What follows belongs to an exercise in optimizing a design on an open flow for small area and a short achievable clock period; a production flow would make more cautious choices.
Function was checked by simulation only, so behaviour that the tests miss may differ from the original.
Power and IR drop assume default switching activity.

==> module dll_retry_eq7, before the edit <==
module dll_retry_eq7 (
  input  logic [6:0] x,
  input  logic [6:0] y,
  output logic       eq
);
  assign eq = x == y;
endmodule
clock: 8.0 ns
lec_check: 0
cap_margin: 20
core_margin: 2
core_utilization: 50
cts_cluster_diameter: 100
cts_cluster_size: 25
setup_slack_margin: 4.2
slew_margin: 20
synth_hierarchical: 1
synth_minimum_keep_size: 0
tns_end_percent: 10
run.sh (not shown) runs the stock make flow with config.mk's settings and CLKGATE_MAP_FILE= SYNTH_SCRIPT=/design/flow/synth_recipe.tcl, a recipe that flattens the netlist after the stock synthesis.
Then changed:
--- a/flow/design.v
+++ b/flow/design.v
@@ -312,11 +312,23 @@
 module dll_retry_eq7 (
   input  logic [6:0] x,
   input  logic [6:0] y,
   output logic       eq
 );
-  assign eq = x == y;
+  logic ne_lo, ne_hi;
+  dll_retry_ne #(.W(4)) u_lo (.x(x[3:0]), .y(y[3:0]), .ne(ne_lo));
+  dll_retry_ne #(.W(3)) u_hi (.x(x[6:4]), .y(y[6:4]), .ne(ne_hi));
+  assign eq = ~(ne_lo | ne_hi);
+endmodule
+module dll_retry_ne #(
+  parameter int W = 4
+) (
+  input  logic [W-1:0] x,
+  input  logic [W-1:0] y,
+  output logic         ne
+);
+  assign ne = x != y;
 endmodule
 module dll_retry_pick #(
   parameter bit BOR = 1'b0
 ) (
   input  logic ack, nak, rep, hs, tmo,
Effect: Worst hold slack improves by 0.012 ns. First-iteration DRC count is higher by 6.3%. Non-clock buffer count grows by 105. Design area increases by 1.5%. Via count grows by 1.5%. Routed wire length goes up by 2.3%. Clock-buffer cell count went down by 2. Power hardly moves. Sequential power barely changes. Flip-flop and latch count does not change.

--- another note on this design; it stands on its own ---

Design dll_retry_monitor, start of the top module:
module dll_retry_monitor #(
  parameter int DEPTH          = 16,
  parameter int REPLAY_TIMEOUT = 1024
) (
  input  logic                 sclk,
  input  logic                 srst,
  input  logic [1:0]           dlcm_state_i,
  input  logic                 tl2dll_valid_i,
  input  logic [255:0]         tl2dll_data_i,
  output logic                 tl2dll_ready_o,
  input  logic [15:0]          acknak_seq_num_i,
  input  logic [1:0]           acknak_seq_en_i,
  output logic                 tlp_valid_o,
  output logic [255:0]         tlp_data_o,
  output logic [11:0]          tlp_seq_o,
  input  logic                 arb_ready_i,
  output logic                 replay_rollover_o,
  output logic [$clog2(DEPTH):0] buf_count_o
);
For scale: ~7200 cells after synthesis, about 560 I/O pins, ~150000 sq um of cells after synthesis.
make LEC_CHECK=0 CAP_MARGIN=20 CORE_MARGIN=2 CORE_UTILIZATION=50 CTS_CLUSTER_DIAMETER=100 CTS_CLUSTER_SIZE=30 SETUP_SLACK_MARGIN=4.2 SLEW_MARGIN=20 SYNTH_HIERARCHICAL=1 SYNTH_MINIMUM_KEEP_SIZE=0 finish   # period 8.0 ns
run.sh (not shown) runs the stock make flow with config.mk's settings and CLKGATE_MAP_FILE= SYNTH_SCRIPT=/design/flow/synth_recipe.tcl, a recipe that flattens the netlist after the stock synthesis.
The first run went through all stages and came out clean.
Change:
==> flow/flow/run.sh (new file) <==
#!/bin/bash
# Standard layout, with the port buffers made of buf_2 cells instead of the
# delay buffers buffer_ports picks by default. Full tool output goes to
# run.log in this folder (ORFS's per-step logs stay under orfs/logs).
set -o pipefail
export BUFFER_PORTS_ARGS="-buffer_cell sky130_fd_sc_hd__buf_2"
bash standard.sh > run.log 2>&1
==> flow/standard.sh (new file) <==
#!/bin/bash
# synth_recipe.tcl (not shown) runs the flow's synth.tcl, then flattens the netlist and writes it again
# the make line also repeats each setting of config.mk as NAME=value (left out here)
make -C /OpenROAD-flow-scripts/flow DESIGN_CONFIG=/design/flow/config.mk WORK_HOME=/design/flow/orfs CLKGATE_MAP_FILE= SYNTH_SCRIPT=/design/flow/synth_recipe.tcl "${@:-finish}"
- CAP_MARGIN: 20 -> 25
- CTS_CLUSTER_SIZE: 30 -> 28
- SLEW_MARGIN: 20 -> 35
- TNS_END_PERCENT: not set -> 10
removed: flow/run.sh
Outcome: Synthesized area does not change. Setup slack improves by 67 ps. Clock power hardly moves. Sequential share of layout area climbs by 2.7 points. Core utilization drops by 2.3 points. Total power drops by about 1%. Clock-buffer cell count climbs by 27. First-iteration DRC count drops by 1.5%. Cell area drops by 3.7%. Critical path depth drops by 1. Die area stays the same.

[static timing again, ports no longer ideal]
The flow's constraints put no driver on any port. The routed layouts listed below were extracted and timed again, unchanged, in two steps.
Step 1 assumes that a clkbuf_16 drives the clock port and a buf_2 every other input.
Step 2 also shifts input and output timing later by t, the mid clock arrival at the registers, as if the neighbouring blocks saw the same clock.
a / b / c = no drivers / after step 1 / after step 2; a / b = the first two.
| run | t (ns) | setup slack, ns | pins driven straight from the clock port |
|---|---|---|---|
| the first run of note 1 | 1.047 | 3.366 / 3.394 / 2.347 | 1 |
| the second run of note 1 | 1.046 | 3.260 / 3.334 / 2.289 | 1 |
| the first run of note 2 | 1.014 | 3.367 / 3.435 / 2.421 | 1 |
| the second run of note 2 | 1.012 | 3.434 / 3.402 / 2.391 | 1 |
After both steps setup and hold are still met in every run listed. For the second run of note 2, which loses most, drivers alone change the setup slack by -0.032 ns; drivers and shift together by -1.043 ns.
